Source: an optimization exercise on an open RTL-to-GDS flow (aim: small area). Production flows keep margins and buffers that such runs may drop. Where RTL was checked, it was by simulation tests only, not by an equivalence proof against the original. Power and IR drop assume default switching activity. The clock port is modelled as an ideal driver; clocking choices that lean on that would not hold on a real chip.

== branch willow ==
==> flow/design.v <==
module decode_issue_queue #(
  parameter int DEPTH = 8
) (
  input  logic        clk,
  input  logic        resetn,
  input  logic        flush,
  input  logic [1:0]  in_en,
  input  logic [63:0] in_instr,
  input  logic [63:0] in_pcplus4,
  input  logic [1:0]  in_exc,
  input  logic [1:0]  in_pred,
  output logic        in_ready,
  output logic [1:0]  out_valid,
  output logic [63:0] out_instr,
  output logic [63:0] out_pcplus4,
  output logic [1:0]  out_exc,
  output logic [1:0]  out_pred,
  input  logic        out_ready
);
  localparam int PW = $clog2(DEPTH);
  localparam int CW = PW + 1;
  localparam int RW = PW - 1;       
  localparam int NR = DEPTH / 2;    
  localparam int EW = 66;           
  typedef struct packed {
    logic [31:0] instr;
    logic [31:0] pc4;
    logic        exc;
    logic        pred;
  } entry_t;
  logic [PW-1:0] r_head, r_tail;
  logic [CW-1:0] r_count;
  entry_t        w_in0, w_in1, w_din_ev, w_din_od;
  entry_t        w_rd_ev, w_rd_od;
  entry_t        w_e0, w_e1;
  logic [CW-1:0] w_npush, w_npop;
  logic          w_ge1, w_ge2, w_br0, w_push;
  logic [RW-1:0] w_trow, w_trow1, w_hrow, w_hrow_ev;
  function automatic logic f_br(input logic [5:0] op, input logic [5:0] fn);
    f_br = (op >= 6'h01 && op <= 6'h07) || (op == 6'h00 && (fn == 6'h08 || fn == 6'h09));
  endfunction
  assign w_in0 = {in_instr[31:0],  in_pcplus4[31:0],  in_exc[0], in_pred[0]};
  assign w_in1 = {in_instr[63:32], in_pcplus4[63:32], in_exc[1], in_pred[1]};
  assign w_din_ev = r_tail[0] ? w_in1 : w_in0;
  assign w_din_od = r_tail[0] ? w_in0 : w_in1;
  assign w_trow   = r_tail[PW-1:1];
  assign w_trow1  = r_tail[PW-1:1] + RW'(1);
  assign w_push   = in_ready;
  logic [NR*EW-1:0] w_ev, w_od;
  for (genvar r = 0; r < NR; r++) begin : g_row
    entry_t r_ev, r_od;
    logic   w_we_ev, w_we_od;
    assign w_we_ev = w_push && (r_tail[0] ? (in_en[1] && w_trow1 == RW'(r))
                                          : (in_en[0] && w_trow  == RW'(r)));
    assign w_we_od = w_push && w_trow == RW'(r) && (r_tail[0] ? in_en[0] : in_en[1]);
    always_ff @(posedge clk) begin
      if (w_we_ev) r_ev <= ~w_din_ev;
      if (w_we_od) r_od <= ~w_din_od;
    end
    assign w_ev[r * EW +: EW] = r_ev;
    assign w_od[r * EW +: EW] = r_od;
  end
  assign w_hrow    = r_head[PW-1:1];
  assign w_hrow_ev = r_head[PW-1:1] + RW'(r_head[0]);
  assign w_rd_ev   = w_ev[w_hrow_ev * EW +: EW];
  assign w_rd_od   = w_od[w_hrow * EW +: EW];
  assign w_e0      = ~(r_head[0] ? w_rd_od : w_rd_ev);
  assign w_e1      = ~(r_head[0] ? w_rd_ev : w_rd_od);
  assign w_ge1    = (r_count != '0);
  assign w_ge2    = (r_count >= CW'(2));
  assign w_br0    = f_br(w_e0.instr[31:26], w_e0.instr[5:0]);
  assign in_ready = (r_count <= CW'(DEPTH - 2));
  function automatic logic f_ser(input logic [5:0] op, input logic [5:0] fn);
    f_ser = (op == 6'h10) || (op == 6'h00 && (fn == 6'h0C || fn == 6'h0D));
  endfunction
  function automatic logic f_md(input logic [5:0] op, input logic [5:0] fn);
    f_md = (op == 6'h00) && (fn[5:3] == 3'b011 || fn[5:2] == 4'b0100);
  endfunction
  function automatic logic [4:0] f_dest(input logic [5:0] op, input logic [4:0] rt,
                                        input logic [4:0] rd);
    logic [4:0] d;
    d = 5'd0;
    if (op == 6'h00)                                d = rd;
    else if (op == 6'h03)                           d = 5'd31;
    else if (op[5:3] == 3'b001 || op[5:3] == 3'b100) d = rt;
    else if (op == 6'h01 && rt[4])                  d = 5'd31;
    f_dest = d;
  endfunction
  function automatic logic f_rt_src(input logic [5:0] op);
    f_rt_src = (op == 6'h00) || (op == 6'h04) || (op == 6'h05) || (op[5:3] == 3'b101);
  endfunction
  logic [5:0] w_op0, w_op1, w_fn0, w_fn1;
  logic [4:0] w_dest0, w_rs1, w_rt1;
  logic       w_raw, w_exc, w_pair_ok;
  assign w_op0   = w_e0.instr[31:26];
  assign w_fn0   = w_e0.instr[5:0];
  assign w_op1   = w_e1.instr[31:26];
  assign w_fn1   = w_e1.instr[5:0];
  assign w_rs1   = w_e1.instr[25:21];
  assign w_rt1   = w_e1.instr[20:16];
  assign w_dest0 = f_dest(w_op0, w_e0.instr[20:16], w_e0.instr[15:11]);
  assign w_raw   = (w_dest0 != 5'd0) &&
                   (w_dest0 == w_rs1 || (f_rt_src(w_op1) && w_dest0 == w_rt1));
  assign w_exc   = w_e0.exc | w_e1.exc;
  always_comb begin
    w_pair_ok = 1'b1;
    if (w_br0)
      w_pair_ok = !(w_raw || w_exc);
    else if (f_br(w_op1, w_fn1) || (w_e0.instr[31] && w_e1.instr[31]) ||
             f_ser(w_op0, w_fn0) || f_ser(w_op1, w_fn1) ||
             (f_md(w_op0, w_fn0) && f_md(w_op1, w_fn1)) || w_raw || w_exc)
      w_pair_ok = 1'b0;
  end
  assign out_valid[1] = w_ge2 && w_pair_ok;
  assign out_valid[0] = w_br0 ? (w_ge2 && w_pair_ok) : w_ge1;
  assign w_npush = in_ready  ? (CW'(in_en[0]) + CW'(in_en[1]))         : '0;
  assign w_npop  = out_ready ? (CW'(out_valid[0]) + CW'(out_valid[1])) : '0;
  always_ff @(posedge clk or negedge resetn) begin
    if (!resetn) begin
      r_head  <= '0;
      r_tail  <= '0;
      r_count <= '0;
    end else if (flush) begin
      r_head  <= '0;
      r_tail  <= '0;
      r_count <= '0;
    end else begin
      r_tail  <= r_tail + PW'(w_npush);
      r_head  <= r_head + PW'(w_npop);
      r_count <= r_count + w_npush - w_npop;
    end
  end
  assign out_instr   = {w_e1.instr, w_e0.instr};
  assign out_pcplus4 = {w_e1.pc4, w_e0.pc4};
  assign out_exc     = {w_e1.exc, w_e0.exc};
  assign out_pred    = {w_e1.pred, w_e0.pred};
endmodule
Settings: LEC_CHECK=0, CAP_MARGIN=20, CORE_MARGIN=2, CORE_UTILIZATION=40, SLEW_MARGIN=20; clock period 6.0 ns.
standard.sh (not shown) runs the stock make flow with config.mk's settings and CLKGATE_MAP_FILE= SYNTH_SCRIPT=/design/flow/synth_recipe.tcl, a recipe that flattens the netlist after the stock synthesis.
==> flow/flow/run.sh <==
#!/bin/bash
# The standard layout (the standard.sh, standard synthesis unchanged) with two knobs:
# port buffers use the smallest buffer cell, and CTS uses larger sink clusters of small
# clock buffers, without dummy loads.
set -euo pipefail
export BUFFER_PORTS_ARGS="-buffer_cell sky130_fd_sc_hd__buf_1"
export CTS_ARGS="-sink_clustering_enable -repair_clock_nets -dont_use_dummy_load -sink_clustering_size 30 -sink_clustering_max_diameter 150 -buf_list {sky130_fd_sc_hd__clkbuf_8 sky130_fd_sc_hd__clkbuf_16}"
bash standard.sh finish > flow_make.log 2>&1
Input-level comparison between branch onyx and branch willow:
diff --git a/flow/design.v b/flow/design.v
--- a/flow/design.v
+++ b/flow/design.v
@@ -27,16 +27,18 @@
     logic [31:0] pc4;
     logic        exc;
     logic        pred;
   } entry_t;
-  logic [PW-1:0] r_head, r_tail;
+  logic [PW-1:0] r_tail;
+  logic          r_h0;                   
+  logic [NR-1:0] r_hsel_ev, r_hsel_od;    
   logic [CW-1:0] r_count;
   entry_t        w_in0, w_in1, w_din_ev, w_din_od;
   entry_t        w_rd_ev, w_rd_od;
   entry_t        w_e0, w_e1;
   logic [CW-1:0] w_npush, w_npop;
   logic          w_ge1, w_ge2, w_br0, w_push;
-  logic [RW-1:0] w_trow, w_trow1, w_hrow, w_hrow_ev;
+  logic [RW-1:0] w_trow, w_trow1;
   function automatic logic f_br(input logic [5:0] op, input logic [5:0] fn);
     f_br = (op >= 6'h01 && op <= 6'h07) || (op == 6'h00 && (fn == 6'h08 || fn == 6'h09));
   endfunction
   assign w_in0 = {in_instr[31:0],  in_pcplus4[31:0],  in_exc[0], in_pred[0]};
@@ -59,14 +61,18 @@
     end
     assign w_ev[r * EW +: EW] = r_ev;
     assign w_od[r * EW +: EW] = r_od;
   end
-  assign w_hrow    = r_head[PW-1:1];
-  assign w_hrow_ev = r_head[PW-1:1] + RW'(r_head[0]);
-  assign w_rd_ev   = w_ev[w_hrow_ev * EW +: EW];
-  assign w_rd_od   = w_od[w_hrow * EW +: EW];
-  assign w_e0      = ~(r_head[0] ? w_rd_od : w_rd_ev);
-  assign w_e1      = ~(r_head[0] ? w_rd_ev : w_rd_od);
+  always_comb begin
+    w_rd_ev = '0;
+    w_rd_od = '0;
+    for (int r = 0; r < NR; r++) begin
+      w_rd_ev = w_rd_ev | (w_ev[r * EW +: EW] & {EW{r_hsel_ev[r]}});
+      w_rd_od = w_rd_od | (w_od[r * EW +: EW] & {EW{r_hsel_od[r]}});
+    end
+  end
+  assign w_e0      = ~(r_h0 ? w_rd_od : w_rd_ev);
+  assign w_e1      = ~(r_h0 ? w_rd_ev : w_rd_od);
   assign w_ge1    = (r_count != '0);
   assign w_ge2    = (r_count >= CW'(2));
   assign w_br0    = f_br(w_e0.instr[31:26], w_e0.instr[5:0]);
   assign in_ready = (r_count <= CW'(DEPTH - 2));
@@ -114,20 +120,29 @@
   assign out_valid[1] = w_ge2 && w_pair_ok;
   assign out_valid[0] = w_br0 ? (w_ge2 && w_pair_ok) : w_ge1;
   assign w_npush = in_ready  ? (CW'(in_en[0]) + CW'(in_en[1]))         : '0;
   assign w_npop  = out_ready ? (CW'(out_valid[0]) + CW'(out_valid[1])) : '0;
+  logic w_adv_ev, w_adv_od;
+  assign w_adv_ev = w_npop[1] || (w_npop[0] && !r_h0);
+  assign w_adv_od = w_npop[1] || (w_npop[0] && r_h0);
   always_ff @(posedge clk or negedge resetn) begin
     if (!resetn) begin
-      r_head  <= '0;
-      r_tail  <= '0;
-      r_count <= '0;
+      r_h0      <= 1'b0;
+      r_hsel_ev <= NR'(1);
+      r_hsel_od <= NR'(1);
+      r_tail    <= '0;
+      r_count   <= '0;
     end else if (flush) begin
-      r_head  <= '0;
-      r_tail  <= '0;
-      r_count <= '0;
+      r_h0      <= 1'b0;
+      r_hsel_ev <= NR'(1);
+      r_hsel_od <= NR'(1);
+      r_tail    <= '0;
+      r_count   <= '0;
     end else begin
       r_tail  <= r_tail + PW'(w_npush);
-      r_head  <= r_head + PW'(w_npop);
+      r_h0    <= r_h0 ^ w_npop[0];
+      if (w_adv_ev) r_hsel_ev <= {r_hsel_ev[NR-2:0], r_hsel_ev[NR-1]};
+      if (w_adv_od) r_hsel_od <= {r_hsel_od[NR-2:0], r_hsel_od[NR-1]};
       r_count <= r_count + w_npush - w_npop;
     end
   end
   assign out_instr   = {w_e1.instr, w_e0.instr};
In branch onyx the maximum number of pins on one net before global-route repair turned out about 30% lower than in branch willow.
Worst IR drop on VDD (branch onyx over branch willow): decrease, 34%
Side by side, utilization turned out lower in branch onyx than in branch willow.
First-pass iteration count of the detailed router ended up 4 higher on branch onyx than on branch willow.
When the final numbers for branch willow and branch onyx were put side by side, the fraction of layout cells with a size suffix above 1 turned out to be smaller in branch onyx.
Flip-flop and latch count: branch willow and branch onyx compared, lower one is branch willow
Changes observed in branch onyx relative to branch willow: largest clock skew in the final design increased 0.026 ns; total power moved down; post-route standard cell area excluding fillers went down about 0.8%.
Between branch onyx and branch willow, it is branch onyx whose sequential cell power is higher, by about 4%.
Cmp branch willow and branch onyx / final estimated routing congestion in global placement / higher: branch willow
Max-slew headroom at the worst pin: branch onyx > branch willow
For branch willow, the worst hold-check path type was in -> async, unlike branch onyx, where it was reg -> reg.
Only the layout flow was run in branch willow; the RTL was not checked for function there.

## port drivers added, routing unchanged
In the flow no input, the clock included, has a driving cell. The finished layouts below were timed again as built, in two steps. Step 1, drivers: a clkbuf_16 drives clk and a buf_2 each remaining input, both assumed. Step 2 adds t to the input delays and takes it off the output delays; t is the mean of the earliest and latest rising clock arrival at the registers after step 1. Input paths then give back, and output paths get back, about the clock's delay inside the block. Three values: ideal ports, drivers, drivers and shift; two values: the first two.
run | t, ns | setup WS [ns] | pins driven straight from the clock port
branch willow | 0.615 | 0.426 / 0.367 / 0.509 | 1
branch onyx | 0.605 | 0.605 / 0.546 / 0.668 | 1
After both steps setup and hold are still met in every run listed.
